Background: an optimization exercise with open tools, aiming at a short achievable clock period. Do not read the settings as production practice. The RTL was checked by simulation tests, not by an equivalence proof against the original design. Power figures rest on the tool's default switching activity, not on a simulated workload.

### flow/constraint.sdc
create_clock -name core_clock -period 4.0 [get_ports {clk}]
set_input_delay 0.8000 -clock core_clock [delete_from_list [all_inputs] [get_ports {clk}]]
set_output_delay 0.8000 -clock core_clock [all_outputs]
set_load 0.01 [all_outputs]
### flow/design.v
module instr_mem_ctrl #(
  parameter int DATA_WIDTH = 32,
  parameter int ADDR_WIDTH = 32,
  parameter int DEPTH      = 64
) (
  input  logic                   clk,
  input  logic                   reset,
  input  logic                   load_start,
  input  logic                   load_valid,
  output logic                   load_ready,
  input  logic [DATA_WIDTH-1:0]  load_data,
  input  logic                   load_last,
  output logic [$clog2(DEPTH):0] load_count,
  input  logic                   fetch_valid,
  input  logic [ADDR_WIDTH-1:0]  fetch_addr,
  output logic                   fetch_ready,
  output logic                   instr_valid,
  output logic [DATA_WIDTH-1:0]  instr_out,
  output logic                   instr_fault,
  output logic                   busy
);
  localparam int IDXW = $clog2(DEPTH);
  localparam int CNTW = IDXW + 1;
  logic                  st_clear, st_run, st_load;
  logic                  clear_nxt, run_nxt, load_nxt;
  logic                  busy_n;
  logic [DEPTH-1:0]      ptr_oh;         
  logic                  ptr_last;
  logic                  go_load;
  logic                  do_load;
  logic                  do_wr;
  logic                  load_done;
  logic [CNTW-1:0]       cnt;            
  logic [DATA_WIDTH-1:0] wr_data;
  logic [DATA_WIDTH-1:0] mem [DEPTH];
  assign ptr_last  = ptr_oh[DEPTH-1];
  assign go_load   = st_run && load_start;
  assign do_load   = st_load && load_valid;
  assign do_wr     = st_clear || do_load;
  assign load_done = do_load && (load_last || ptr_last);
  assign clear_nxt = st_clear && !ptr_last;
  assign run_nxt   = (st_clear && ptr_last) || (st_run && !load_start) || load_done;
  assign load_nxt  = go_load || (st_load && !load_done);
  assign wr_data   = st_load ? load_data : '0;
  assign busy      = !busy_n;
  always_ff @(posedge clk or negedge reset) begin
    if (!reset) begin
      st_clear    <= 1'b1;
      st_run      <= 1'b0;
      st_load     <= 1'b0;
      fetch_ready <= 1'b0;
      load_ready  <= 1'b0;
      busy_n      <= 1'b0;
      ptr_oh      <= DEPTH'(1);
      cnt         <= '0;
      load_count  <= '0;
      instr_valid <= 1'b0;
    end else begin
      st_clear    <= clear_nxt;
      st_run      <= run_nxt;
      st_load     <= load_nxt;
      fetch_ready <= !(clear_nxt || load_nxt);
      load_ready  <= !(clear_nxt || run_nxt);
      busy_n      <= st_clear ? ptr_last : !load_nxt;
      if (go_load)
        ptr_oh <= DEPTH'(1);
      else if (do_wr)
        ptr_oh <= {ptr_oh[DEPTH-2:0], ptr_oh[DEPTH-1]};
      cnt         <= go_load ? '0 : cnt + CNTW'(do_load);
      if (go_load)
        load_count <= '0;
      else if (do_load)
        load_count <= cnt + 1'b1;
      instr_valid <= fetch_valid && st_run;
    end
  end
  always_ff @(posedge clk) begin
    for (int w = 0; w < DEPTH; w++)
      if (do_wr && ptr_oh[w]) mem[w] <= wr_data;
  end
  logic [IDXW-1:0] fetch_idx;
  logic            addr_fault;
  assign fetch_idx  = fetch_addr[IDXW+1:2];
  assign addr_fault = (fetch_addr[1:0] != 2'b00) || (fetch_addr[ADDR_WIDTH-1:IDXW+2] != '0);
  always_ff @(posedge clk) begin
    instr_out   <= addr_fault ? '0 : mem[fetch_idx];
    instr_fault <= addr_fault;
  end
endmodule
### flow/flow/pull_out.tcl
# PRE_DETAIL_PLACE hook: put the register behind each output port (and an inverter between
# them, if any) beside the port's buffer, so the clock-to-output path has no long wire.
# Detailed placement then legalises them.
proc pull_out_driver {net} {
  foreach it [$net getITerms] {
    if {[$it isOutputSignal]} { return [$it getInst] }
  }
  return ""
}
proc pull_out_input_net {inst} {
  foreach it [$inst getITerms] {
    if {[$it isInputSignal] && [$it getNet] ne "NULL"} {
      set n [$it getNet]
      if {[$n getSigType] eq "SIGNAL"} { return $n }
    }
  }
  return ""
}
set pull_out_moved 0
foreach bterm [[ord::get_db_block] getBTerms] {
  if {[$bterm getIoType] ne "OUTPUT"} continue
  set net [$bterm getNet]
  if {$net eq "NULL"} continue
  set buf [pull_out_driver $net]
  if {$buf eq ""} continue
  set loc [$buf getLocation]
  set cur $buf
  # Walk back through at most two single-input cells to the register.
  for {set hop 0} {$hop < 3} {incr hop} {
    set in [pull_out_input_net $cur]
    if {$in eq ""} break
    set drv [pull_out_driver $in]
    if {$drv eq ""} break
    set master [[$drv getMaster] getName]
    set is_reg [string match "*__df*" $master]
    # Pull a register whatever else it feeds (its own hold mux); pull a gate only if it feeds
    # just this path.
    set nload 0
    foreach it [$in getITerms] { if {[$it isInputSignal]} { incr nload } }
    if {!$is_reg && $nload != 1} break
    $drv setLocation [lindex $loc 0] [lindex $loc 1]
    incr pull_out_moved
    if {$is_reg} break
    set cur $drv
  }
}
puts "pull_out: moved $pull_out_moved cells next to output buffers"
### flow/config.mk
export PLATFORM = sky130hd
export DESIGN_NAME = instr_mem_ctrl
export DESIGN_NICKNAME = instr_mem_ctrl
export VERILOG_FILES = /design/flow/design.v
export SDC_FILE = /design/flow/constraint.sdc
export NUM_CORES = 4
export LEC_CHECK = 0
export CAP_MARGIN = 20
export CORE_MARGIN = 2
export CORE_UTILIZATION = 35
export PLACE_DENSITY = 0.45
export SETUP_SLACK_MARGIN = 2.2
export SLEW_MARGIN = 20
### flow/standard.sh
#!/bin/bash
# synth_recipe.tcl (not shown) runs the flow's synth.tcl, then flattens the netlist and writes it again
# the make line also repeats each setting of config.mk as NAME=value (left out here)
make -C /OpenROAD-flow-scripts/flow DESIGN_CONFIG=/design/flow/config.mk WORK_HOME=/design/flow/orfs CLKGATE_MAP_FILE= SYNTH_SCRIPT=/design/flow/synth_recipe.tcl "${@:-finish}"
### flow/flow/run.sh
#!/bin/bash
set -euo pipefail
DU=$(make -s -C "$FLOW_HOME" DESIGN_CONFIG="$PWD/config.mk" WORK_HOME="$PWD/orfs" print-DONT_USE_CELLS \
     | sed -n 's/^DONT_USE_CELLS: //p')
[[ -n "$DU" ]] || { echo "could not read DONT_USE_CELLS" >&2; exit 1; }
bash standard.sh "DONT_USE_CELLS=$DU sky130_fd_sc_hd__a222oi_1" \
  "PRE_DETAIL_PLACE_TCL=$PWD/flow/pull_out.tcl" finish > flow_make.log 2>&1
==> notes.md, run 1 <==
* DP HPWL at 196 mm
* Nets at 5,865
* Total leakage power at 39.1 nW
* Clk buf depth at 3
* Sequential Power Share at 49.3%
* Asr flop ratio synth at 3.92%
* Die ar. at 228,000 sq um
* Synth Register Bits at 2,166
* Crit Reg-Reg Startpoint: st_clear
* Core ar. at 223,000 sq um
* Reg2Reg Setup Slack at 1.64 ns
* Critical path class: in2reg
* Drt wl/cell at 44.0 microns
* Slowest stage delay, CP at 0.52 ns
* Initial antenna violation count at 42
* Yosys warns at 2
* Cells after Synth at 4,457
* Starting density of the core at 35.2%
* Die X at 477 microns
* Crit end category: flip-flop
* Worst-Skew Late Latency at 0.91 ns
* Net Switching at 13.8 mW
* Root buf cell: clkbuf_16
* Placed cell areas at 88,900 sq um
* Largest net degree at the start of global routing at 65
* Crit path cell chain: buf_6, buf_12, buf_12, buf_16, and4b_4, and2_4, buf_12, a2111oi_4, nand3_2, nor4_4, a31oi_4
* Reg-to-reg endpoint: mem[16][23]
* Final Max Tran Viols at 0
* Slowest cell on crit path: nor4_4
* Clock Skews at 0.0673 ns
* Vias in the first global route at 50,900
* Post-synthesis sequential area ratio at 82.0%
* Residual DRC at 0
* Pwr dens at 482 nW/um^2
* Min Clock Period, post-route at 2.51 ns
* Die Height at 477 microns
* Clock transition at the registers of the reported paths at 0.06 ns
* Status: finished clean
* RSZ-0062 raised after global routing: true
* Clock power frac at 38.5%
* Final-report setup violation count at 0
* CTS Buf Count at 226
* Fin area at 113,000 sq um
* Most frequent cell on the critical path: buf_12
* Yosys cell types at 53
* DR pass1 iterations at 6
* Clock Sinks at 2,166
* Worst Max-Slew Pin Slew at 1.09 ns
* Core Util, Final at 51.0%
* FF-to-FF path depth at 14
* Worst EP required at 4.71 ns
* Syn nets at 4,530
* WL final at 396 mm
* Top FF cell, synth: edfxtp_1
* Syn Area/Cell at 17.6 sq um
* Via count at 55,800
* Floorplan row count at 173
* First DRT Iteration DRCs at 9,454
* Layout area overhead at 44.7%
* Internal at 40.9 mW
* CP startpoint: fetch_addr[4]
* Switching part of the total power at 25.2%
* Synth Cell Area at 78,400 sq um
* Vias/cell at 6.20
* Worst slew margin at 27.5%
* Worst setup path end: instr_out[14]
* # IOs at 114
* Post-synth EDFFs at 2,048
* HP Class: in2async
* Logic pwr share at 12.2%
* Grt ovf at 0
* First-pass GRT wire length at 504 mm
* Max-Cap Viols at 0
* Fmax at 399 MHz
* Global Route Usage Sum at 33.6%
* Ratio of cells with drive above 1 in the final layout at 37.4%
* Htree depth at 4
* Worst vdd ir at 0.419 mV
* Crit path launch type: input pin
* Number of port buffers at 113
* CTS tree: done
* Worst Path Arrival at 3.21 ns
* Final period util at 62.7%
* Final hold vios at 0
* Largest fanout on the critical path at 6
* Antenna Nets Post-Route at 0
* Gpl congestion at 0.855
## worst min-delay path by stage
stage,start,endpoint,slack (ns),depth (start not counted)
6_report,reset,busy_n,0.008,1
5_1_grt,reset,load_count[4],0.05,1
4_1_cts,reset,busy_n,0.004,1
3_5_place_dp,st_run,instr_valid,0.51,1
3_3_place_gp,mem[0][25],instr_out[25],0.51,1
2_1_floorplan,ptr_oh[63],st_clear,0.47,1
## layer usage
metal  track usage, %  share of wire, %  vias to the layer above
li1                 -                 -                    21100
met1             43.5                36                    29300
met2             49.0                43                     4289
met3             11.0                13                     1067
met4             20.1               7.6                       13
met5           0.0630             0.048                        -
## sequential cells by signal (all words and copies together), names as in the netlist, 7 cells and up
register / count
cnt: 7
instr_out: 32
load_count: 7
mem: 2048
ptr_oh: 64
## power by group through the flow
stage	clock, mW	combinational, mW	sequential, mW
2_1_floorplan	0	1.85	27.4
3_3_place_gp	0	4.15	27.5
3_5_place_dp	0	4.20	27.5
4_1_cts	21.2	6.08	27.0
5_1_grt	22.0	6.82	27.0
6_report	21.1	6.65	27.0
## cells in the final DEF (no fill, tap or decap), drive strengths merged, types with 70 or more instances in the layout
| cell | count |
|---|---|
| a22oi | 888 |
| nand2 | 223 |
| clkinv | 89 |
| and3 | 84 |
| clkbuf | 318 |
| buf | 1295 |
| nand4 | 201 |
| clkinvlp | 70 |
| dfrtp | 83 |
| and2 | 122 |
| edfxtp | 2048 |
| a21oi | 112 |
## worst max-delay path: cells and delay by family
family	cells	cell delay (ns)
simple gates	4	1.09
compound gates	2	0.75
buf+inv	5	0.55
## metrics by stage
stage               hold slack (ns)  setup slack [ns]  cells  setup TNS (ns)  power, mW
floorplan                     0.468              1.44   4457               0       29.3
global placement              0.508            -0.757   7726           -3.16       31.6
detailed placement            0.512            -0.797   7726           -8.35       31.7
CTS                         0.00423              1.62   8820               0       54.2
global route                 0.0516              1.54   8969               0       55.8
finish                      0.00842              1.49   8990               0       54.7
## Yosys cell counts, types with 15 or more instances
cell type  number  area share [%]
a2111oi_0      25            0.28
a21oi_1       112            0.71
a22o_1         26            0.29
a22oi_1       888             8.5
a31oi_1        18            0.14
and2_0         19            0.15
and2_1         78            0.62
and3_1         82            0.65
buf_2          65            0.41
clkbuf_1      217             1.0
dfrtp_1        83             2.6
dfxtp_1        33            0.84
edfxtp_1     2048              78
inv_1          68            0.33
mux2i_1        15            0.19
nand2_1       221             1.1
nand3_1        34            0.22
nand4_1       201             1.6
nor2_1         32            0.15
nor3_1         19            0.12
nor4_1         56            0.45
o21ai_0        38            0.24
## cell type report
| type | count | area (sq um) |
|---|---|---|
| Clock buffer | 306 | 6200 |
| Clock inverter | 118 | 1120 |
| Multi-Input combinational cell | 1959 | 16300 |
| Timing Repair Buffer | 1371 | 21200 |
| Sequential cell | 2166 | 64300 |
| Fill cell | 18000 | 109000 |
| Antenna cell | 27 | 67.6 |
| Inverter | 68 | 500 |
| Tap cell | 2975 | 3720 |
## repair_timing
action	in CTS	in global routing
cloned	192	16
endpoints found under the setup margin	4031	2498
gates resized for setup	1218	303
setup buffers	478	127
hold endpoints to repair	0	0
hold buffers	0	0
pin swaps	216	166
## cells by family after synthesis
logic type / after synthesis / share of synthesized area (%)
flops: 2166 / 82.0
buf+inv: 363 / 1.87
simple gates: 773 / 5.38
xor+xnor: 6 / 0.0670
compound gates: 1131 / 10.5
mux: 15 / 0.191
fa+ha+maj: 3 / 0.0479
==> run 2: changes to the inputs <==
==> flow/flow/run.sh (replaced) <==
#!/bin/bash
set -euo pipefail
DU=$(make -s -C "$FLOW_HOME" DESIGN_CONFIG="$PWD/config.mk" WORK_HOME="$PWD/orfs" print-DONT_USE_CELLS \
     | sed -n 's/^DONT_USE_CELLS: //p')
[[ -n "$DU" ]] || { echo "could not read DONT_USE_CELLS" >&2; exit 1; }
EXTRA=""
for c in a222oi_1 nor4_1 nor4_2 nor4_4 nor4b_1 nor4b_2 nor4b_4 nor4bb_1 nor4bb_2 nor4bb_4 \
         or4_1 or4_2 or4_4 or4b_1 or4b_2 or4b_4 or4bb_1 or4bb_2 or4bb_4 \
         a2111oi_0 a2111oi_1 a2111oi_2 a2111oi_4; do
  EXTRA="$EXTRA sky130_fd_sc_hd__$c"
done
bash standard.sh "DONT_USE_CELLS=$DU $EXTRA" \
  "PRE_DETAIL_PLACE_TCL=$PWD/flow/pull_out.tcl" finish > flow_make.log 2>&1
==> notes.md, run 2 <==
* Fin Hold WS at 0.429 ns (+0.421 ns)
* Most frequent cells in the layout: 2,048 x edfxtp_1, 482 x a22oi_1, 374 x buf_4
* Crit path launch type: input pin
* Leading cell type in the layout, fill and taps excluded: edfxtp_1
* Top delay family on crit path: simple AND/OR/NAND/NOR gates
* Die ar. at 231,000 sq um (+1.4%)
* Clock Sinks at 2,166 (unchanged)
* Starting density of the core at 35.1% (-0.13 points)
* First-pass GRT wire length at 526 mm (+4.5%)
* Vias/cell at 6.40 (+3.1%)
* Top cells by instance count after synthesis: 2,048 x edfxtp_1, 520 x a22oi_1, 222 x a22o_1
* Post-synthesis xor/xnor area fraction at 0.0661% (-0.00096 points)
* Post-synth EDFFs at 2,048 (unchanged)
* Most frequent cell on the critical path: buf_12
* Asr flop ratio synth at 3.92% (unchanged)
* Crit end category: flip-flop
* Antenna Nets Post-Route at 0 (unchanged)
* Slowest cell on crit path: nand4_1
* Largest fanout on the critical path at 4 (-2)
* Final Max Tran Viols at 0 (unchanged)
* Core ar. at 227,000 sq um (+1.8%)
* Stages on the worst setup path at 12 (+1)
* Worst Path Arrival at 3.65 ns (+0.44 ns)
* Worst EP required at 4.73 ns (+0.02 ns)
* Total leakage power at 38.7 nW (-1.0%)
* Max reg flops at 2,048 (unchanged)
* Htree depth at 4 (unchanged)
* Die X at 481 microns (+0.72%)
* Number of port buffers at 113 (unchanged)
* Layout area overhead at 43.3%
* Reg2Reg Setup Slack at 1.43 ns (-0.21 ns)
* Reg-to-reg endpoint: instr_out[1]
* CP startpoint: fetch_addr[3]
* Yosys warns at 2 (unchanged)
* Max-Cap Viols at 0 (unchanged)
* Nets at 5,966 (+1.7%)
* DP Worst Slack at -0.720 ns (+0.0765 ns)
* Status: finished clean
* Clock transition at the registers of the reported paths at 0.06 ns (about the same)
* Register area at 64,300 sq um (about the same)
* Clk buf depth at 3 (unchanged)
* Residual DRC at 0 (unchanged)
* Global Route Usage Sum at 35.0% (+1.4 points)
* Root buf cell: clkbuf_16
* Final setup TNS at 0 ns (unchanged)
* Synth top area cells: edfxtp_1 77%, a22oi_1 4.9%, dfrtp_1 2.6%, a22o_1 2.4%, nand4_1 1.5%
* Min Clock Period, post-route at 2.92 ns (+0.409 ns)
* Final-report setup violation count at 0 (unchanged)
* Fin cells at 9,124 (+1.5%)
* Gpl congestion at 0.862 (+0.84%)
* DP HPWL at 202 mm (+3.2%)
* Syn nets at 4,603 (+1.6%)
* Tot Pwr at 55.0 mW (+0.52%)
* Fin area at 114,000 sq um (+0.51%)
* Final hold vios at 0 (unchanged)
* Worst Max-Slew Pin Slew at 1.02 ns (-0.0642 ns)
* Final worst slack at 1.08 ns (-0.409 ns)
* Largest net degree at the start of global routing at 65 (unchanged)
* HP Class: in2async
* # IOs at 114 (unchanged)
* Most common cell in the netlist: edfxtp_1
* RSZ-0062 raised after global routing: true
* Cells after Synth at 4,530 (+1.6%)
* DR WL met2 at 174 mm (+2.3%)
* CTS Buf Count at 225 (-0.44%)
* Compound-Gate Fraction of Synth Area at 9.99% (-0.47 points)
* Critical path class: in2reg
* FF-to-FF path depth at 7 (-7)
* Die Height at 481 microns (+0.72%)
* Crit Reg-Reg Startpoint: mem[41][1]
* Placed cell areas at 89,600 sq um (+0.84%)
* Share of the synthesized area in the top cell type at 77.3% (-1.1 points)
* Worst setup path end: instr_out[4]
* Ratio of cells with drive above 1 in the final layout at 35.5% (-1.8 points)
* Worst slew margin at 31.8% (+4.3 points)
* Fillers at 18,600 (+3.2%)
* Post-synthesis sequential area ratio at 80.8% (-1.2 points)
* Fmax at 343 MHz (-14%)
* Syn Area/Cell at 17.6 sq um (-0.18%)
* Yosys cell types at 55 (+3.8%)
* Mux cell area share after synthesis at 0.189% (-0.0027 points)
* CTS tree: done
* Worst-Skew Late Latency at 0.91 ns (about the same)
* Top FF cell, synth: edfxtp_1
* Buf/Inv on CP at 6 (+1)
* Worst vdd ir at 0.401 mV (-4.3%)
* Initial antenna violation count at 52 (+24%)
* Via count at 58,400 (+4.6%)
* Vias in the first global route at 52,200 (+2.5%)
* Floorplan row count at 175 (+1.2%)
* M1 WL at 152 mm (+6.4%)
* Met3 Wirelength at 60.7 mm (+14%)
* Drt wl/cell at 46.0 microns (+4.6%)
* Top flop regs: mem x2048, ptr_oh x64, instr_out x32
* Area of the multi-input gates at 16,100 sq um (-1.1%)
* Grt ovf at 0 (unchanged)
* Area leader, netlist: edfxtp_1
* Pwr dens at 482 nW/um^2 (about the same)
* DR pass1 iterations at 8 (+2)
* Top sig layer: met5
* Crit path cell chain: buf_12, buf_16, and4b_2, buf_12, and2_4, buf_12, buf_4, a22oi_2, and4_4, nand4_1, buf_4, o31a_1
* Synth Area in Simple Gates at 6.64% (+1.3 points)
* WL final at 420 mm (+6.1%)
* Slowest stage delay, CP at 0.52 ns (about the same)
* Synth Cell Area at 79,600 sq um (+1.5%)
* First DRT Iteration DRCs at 10,200 (+8.1%)
* Adder-cell area share of the yosys netlist at 0.0472% (-0.00069 points)
* Core Util, Final at 50.3% (-0.67 points)
* Main combinational cell family by area after synthesis: compound AO/OA/AOI/OAI gates
* Synth Register Bits at 2,166 (unchanged)
* Final period util at 73.0% (+10 points)
* Clock Skews at 0.0709 ns (+0.00354 ns)
* Inst Count DP at 7,779 (+0.69%)
* Biggest register: mem
==> run 2: changes by cell type after synthesis, moves of 70 or more <==
cell and delta:
clkbuf_1 -112, nand3_1 +158, a22o_1 +196, a22oi_1 -368, a221oi_1 +95, buf_2 +70
and4_1 +98
==> run 2: cell type report <==
| type | instances | area share, % |
|---|---|---|
| flip-flops and latches | 2166 | 56.4 |
| repair buffers | 1409 | 19.3 |
| multi-input cells | 2024 | 14.1 |
| clock buffers | 308 | 5.39 |
| well taps | 3009 | 3.30 |
| clock inverters | 114 | 0.936 |
| inverters | 67 | 0.442 |
| diodes | 27 | 0.0593 |
==> run 2: cell families after synthesis <==
family          Yosys count
buf+inv                 371
fa+ha+maj                 3
xor+xnor                  6
flops                  2166
simple gates            937
compound gates         1032
mux                      15
==> run 2: power breakdown <==
part | internal [mW] | switching [mW] | total, mW
registers | 26.8 | 0.171 | 27.0
clock network | 11.7 | 9.21 | 20.9
logic | 2.34 | 4.76 | 7.11
total | 40.8 | 14.1 | 55.0
==> run 2: worst min-delay path by stage <==
| stage | startpoint | endpoint | slack [ns] | depth (start not counted) |
|---|---|---|---|---|
| 2_1_floorplan | ptr_oh[63] | st_clear | 0.47 | 1 |
| 3_3_place_gp | st_run | instr_valid | 0.50 | 1 |
| 3_5_place_dp | st_run | instr_valid | 0.51 | 1 |
| 4_1_cts | reset | ptr_oh[55] | 0.42 | 2 |
| 5_1_grt | fetch_valid | instr_valid | 0.45 | 2 |
| 6_report | reset | ptr_oh[55] | 0.43 | 2 |
==> run 2: per-layer routing <==
layer	track usage, %	vias to the layer above
li1	-	21500
met1	45.5	30700
met2	49.4	4922
met3	12.3	1195
met4	22.8	22
met5	0	-
==> run 2: what timing repair did <==
action / in CTS / in global routing
resized for setup: 1049 / 324
cloned: 208 / 23
setup endpoints to repair: 4017 / 2815
pin swaps: 121 / 124
endpoints found under the hold margin: 35 / 0
hold buffers: 1 / 0
setup buffers: 485 / 179
==> run 3: changes to the inputs <==
--- a/flow/design.v
+++ b/flow/design.v
@@ -1,2 +1,12 @@
+module imem_rd_slice #(
+  parameter int DEPTH = 64
+) (
+  input  logic [DEPTH-1:0]         bits,
+  input  logic [$clog2(DEPTH)-1:0] idx,
+  input  logic                     fault,
+  output logic                     y
+);
+  assign y = !fault && bits[idx];
+endmodule
 module instr_mem_ctrl #(
   parameter int DATA_WIDTH = 32,
@@ -79,10 +89,20 @@
       if (do_wr && ptr_oh[w]) mem[w] <= wr_data;
   end
-  logic [IDXW-1:0] fetch_idx;
-  logic            addr_fault;
+  logic [IDXW-1:0]       fetch_idx;
+  logic                  addr_fault;
+  logic [DATA_WIDTH-1:0] rd_word;
   assign fetch_idx  = fetch_addr[IDXW+1:2];
   assign addr_fault = (fetch_addr[1:0] != 2'b00) || (fetch_addr[ADDR_WIDTH-1:IDXW+2] != '0);
+  for (genvar b = 0; b < DATA_WIDTH; b++) begin : g_rd
+    logic [DEPTH-1:0] col;
+    for (genvar w = 0; w < DEPTH; w++) begin : g_col
+      assign col[w] = mem[w][b];
+    end
+    imem_rd_slice #(.DEPTH(DEPTH)) u_rd (
+      .bits(col), .idx(fetch_idx), .fault(addr_fault), .y(rd_word[b])
+    );
+  end
   always_ff @(posedge clk) begin
-    instr_out   <= addr_fault ? '0 : mem[fetch_idx];
+    instr_out   <= rd_word;
     instr_fault <= addr_fault;
   end
==> flow/flow/run.sh (replaced) <==
#!/bin/bash
set -euo pipefail
DU=$(make -s -C "$FLOW_HOME" DESIGN_CONFIG="$PWD/config.mk" WORK_HOME="$PWD/orfs" print-DONT_USE_CELLS \
     | sed -n 's/^DONT_USE_CELLS: //p')
[[ -n "$DU" ]] || { echo "could not read DONT_USE_CELLS" >&2; exit 1; }
bash standard.sh "DONT_USE_CELLS=$DU sky130_fd_sc_hd__a222oi_1" \
  "PRE_DETAIL_PLACE_TCL=$PWD/flow/pull_out.tcl" finish > flow_make.log 2>&1
--- a/flow/config.mk
+++ b/flow/config.mk
@@ -12,2 +12,4 @@
 export SETUP_SLACK_MARGIN = 2.2
 export SLEW_MARGIN = 20
+export SYNTH_HIERARCHICAL = 1
+export TNS_END_PERCENT = 10
==> notes.md, run 3 <==
* Leading cell type in the layout, fill and taps excluded: edfxtp_1
* Slowest cell on crit path: mux4_1
* Post-synthesis sequential area ratio at 75.5% (-5.3 points)
* DP HPWL at 138 mm (-32%)
* WL final at 267 mm (-36%)
* Die Height at 497 microns (+3.4%)
* Synth Register Bits at 2,166 (unchanged)
* Syn Area/Cell at 21.8 sq um (+24%)
* Area leader, netlist: edfxtp_1
* Reg2Reg Setup Slack at 1.77 ns (+0.34 ns)
* Root buf cell: clkbuf_16
* Worst vdd ir at 0.370 mV (-7.7%)
* Nets at 4,540 (-24%)
* RSZ-0062 raised after global routing: true
* Status: finished clean
* Gpl congestion at 0.736 (-15%)
* Pwr dens at 486 nW/um^2 (+0.86%)
* Most frequent cell on the critical path: buf_16
* GRT busiest layer: met2
* Clock transition at the registers of the reported paths at 0.06 ns (about the same)
* Core ar. at 243,000 sq um (+7.0%)
* Worst Path Arrival at 3.03 ns (-0.62 ns)
* Vias/cell at 5.45 (-15%)
* Met1 Use GR at 29.5% (-16 points)
* Most frequent cells in the layout: 2,048 x edfxtp_1, 288 x mux4_2, 263 x clkbuf_16
* Final period util at 57.6% (-15 points)
* Reg-to-reg endpoint: instr_out[22]
* Buf/Inv on CP at 2 (-4)
* Top cells by instance count after synthesis: 2,048 x edfxtp_1, 288 x mux4_2, 256 x mux4_1
* Total leakage power at 35.0 nW (-9.7%)
* Floorplan row count at 181 (+3.4%)
* Top FF cell, synth: edfxtp_1
* Critical path class: in2reg
* Crit path cell chain: buf_16, buf_16, mux4_1, mux2_2, o22ai_1, o32ai_2
* Crit Reg-Reg Startpoint: mem[50][22]
* Largest fanout on the critical path at 53 (+49)
* First-pass GRT wire length at 349 mm (-34%)
* Layout area overhead at 22.0%
* HP Class: in2async
* Final Max Tran Viols at 0 (unchanged)
* Syn nets at 3,977 (-14%)
* Largest net degree at the start of global routing at 66 (+1.5%)
* Final hold vios at 0 (unchanged)
* CP startpoint: fetch_addr[3]
* Htree depth at 4 (unchanged)
* Cells after Synth at 3,905 (-14%)
* Share of the synthesized area in the top cell type at 72.2% (-5.1 points)
* Top delay family on crit path: multiplexers
* Number of port buffers at 113 (unchanged)
* Yosys cell types at 52 (-5.5%)
* Global Route Usage Sum at 20.3% (-15 points)
* Post-synth EDFFs at 2,048 (unchanged)
* Final-report setup violation count at 0 (unchanged)
* Grt ovf at 0 (unchanged)
* Clock Skews at 0.0673 ns (-0.00351 ns)
* Via count at 42,900 (-26%)
* Crit end category: flip-flop
* Worst setup path end: instr_out[5]
* Met3 Usage GRT at 3.03% (-9.3 points)
* Fillers at 20,900 (+13%)
* Fmax at 434 MHz (+27%)
* Inst Count DP at 7,284 (-6.4%)
* CTS tree: done
* Clock Sinks at 2,166 (unchanged)
* Top flop regs: mem x2048, ptr_oh x64, instr_out x32
* Grt met2 use at 32.3% (-17 points)
* Asr flop ratio synth at 3.92% (unchanged)
* Synth top area cells: edfxtp_1 72%, mux4_1 7.9%, mux4_2 7.6%, dfrtp_1 2.4%, buf_6 0.89%
* Drt wl/cell at 33.9 microns (-26%)
* Most common cell in the netlist: edfxtp_1
* Tot Pwr at 50.5 mW (-8.1%)
* Max reg flops at 2,048 (unchanged)
* # IOs at 114 (unchanged)
* Crit path launch type: input pin
* First DRT Iteration DRCs at 4,706 (-54%)
* Vias in the first global route at 42,500 (-19%)
* Slowest stage delay, CP at 0.62 ns (+0.10 ns)
* Die ar. at 247,000 sq um (+7.0%)
* Residual DRC at 0 (unchanged)
* Worst slew margin at 40.3% (+8.5 points)
* Stages on the worst setup path at 6 (-6)
* Final setup TNS at 0 ns (unchanged)
* Max-Cap Viols at 0 (unchanged)
* Clk buf depth at 3 (unchanged)
* Ratio of cells with drive above 1 in the final layout at 28.9% (-6.7 points)
* Worst Max-Slew Pin Slew at 0.895 ns (-0.128 ns)
* Worst EP required at 4.72 ns (about the same)
* Starting density of the core at 35.1% (about the same)
* Die X at 497 microns (+3.4%)
* Min Clock Period, post-route at 2.30 ns (-0.613 ns)
* Worst-Skew Late Latency at 0.89 ns (-0.02 ns)
* Synth Cell Area at 85,200 sq um (+7.1%)
* Fin cells at 7,878 (-14%)
* CTS Buf Count at 233 (+3.6%)
* Biggest register: mem
* Antenna Nets Post-Route at 0 (unchanged)
* Initial antenna violation count at 24 (-54%)
* Yosys warns at 8 (+6)
* FF-to-FF path depth at 4 (-3)
* DR pass1 iterations at 6 (-2)
## run 3: changes by cell type after synthesis, sizes merged, moves of 97 or more
cell	before	now
a221oi	98	0
a22o	222	0
a22oi	520	32
and4	99	2
mux4	0	544
nand3	192	3
nand4	186	2
## run 3: how the worst min path moves through the flow
stage	from	endpoint	slack [ns]
global route	fetch_valid	instr_valid	0.46
global placement	ptr_oh[62]	ptr_oh[62]	0.51
detailed placement	ptr_oh[62]	ptr_oh[62]	0.52
finish	reset	st_load	0.49
CTS	fetch_valid	instr_valid	0.40
floorplan	ptr_oh[63]	st_clear	0.46
## run 3: where the power goes
| group | internal (mW) | switching, mW |
|---|---|---|
| Combinational | 1.28 | 2.16 |
| Sequential | 25.4 | 0.0892 |
| Clock | 12.4 | 9.14 |
| Total | 39.1 | 11.4 |
## run 3: cells by family (layout without fill, tap and decap cells)
kind of cell,Yosys count,count (layout),synth area share [%]
adders and majority gates,2,2,0.0294
other,0,3,0
xor gates and xnor gates,5,5,0.0514
AOI/OAI and AO/OA,285,286,2.53
DFF,2166,2166,75.5
and+or+nand+nor,518,530,3.08
buffers and inverters,289,1044,2.10
muxes,640,640,16.7
## run 3: layer usage
metal,wire (microns),share of wire [%]
met5,13,0.0049
met4,5880,2.2
met3,16500,6.2
met2,126000,47
met1,118000,44
## run 3: repair_timing
action | 4_1_cts | 5_1_grt
pin swaps | 29 | 13
hold endpoints to repair | 42 | 0
hold buffers | 1 | 0
cloned | 28 | 35
setup buffers | 33 | 54
endpoints found under the setup margin | 4225 | 3922
resized for setup | 377 | 244
## run 3: cell type report
cell class	count	area, sq um	area share, %
clock buffer	310	6280	6.04
antenna	3	7.51	0.00723
clock inverter	130	1340	1.29
timing repair buffer	503	6990	6.73
multi-input combinational	1463	20400	19.7
tap	3202	4010	3.86
sequential	2166	64300	61.9
inverter	101	554	0.533
## run 3: worst register-to-register path: stages (launching register included)
cell and delay [ns]:
edfxtp_1 0.36, mux4_1 0.55, mux4_2 0.49, nor2_1 0.41, o32ai_4 0.24
## run 3: per-stage QoR
step	worst slack [ns]	utilization, %	instance area [sq um]	hold slack [ns]
after global placement	0.270	37.9	92000	0.510
after floorplan	0.608	-	85300	0.459
after CTS	1.68	41.9	102000	0.402
final	1.70	42.8	104000	0.487
after global routing	1.69	42.8	104000	0.459
after detailed placement	0.134	37.9	92000	0.516

## port drivers added, routing unchanged
How much do the figures lean on ideal ports? The routed layouts below were timed once more, with nothing changed but the port constraints. Step 1 sets driving cells, clkbuf_16 on the clock port and buf_2 on the other inputs (assumed; they add their load-dependent delay and slew). Step 2 also shifts input and output timing later by t, the mid clock arrival at the registers, as if the neighbouring blocks saw the same clock. Three values: ideal, step 1, step 2; two values: the first two.
run	t, ns	setup slack, ns	hold slack, ns	clock arrival spread, ns	worst slew at a driven data input, ns
run 1	0.972	1.491 / 1.509 / 0.536	0.008 / -0.061 / 0.525	0.068 / 0.067	0.10
run 2	0.977	1.082 / 1.120 / 0.143	0.429 / 0.358 / 0.509	0.099 / 0.098	0.08
run 3	0.940	1.695 / 1.606 / 0.667	0.487 / 0.426 / 0.523	0.069 / 0.069	0.17
After both steps setup and hold are still met in every run listed. For run 3, which loses most, drivers alone change the setup slack by -0.089 ns; drivers and shift together by -1.028 ns.
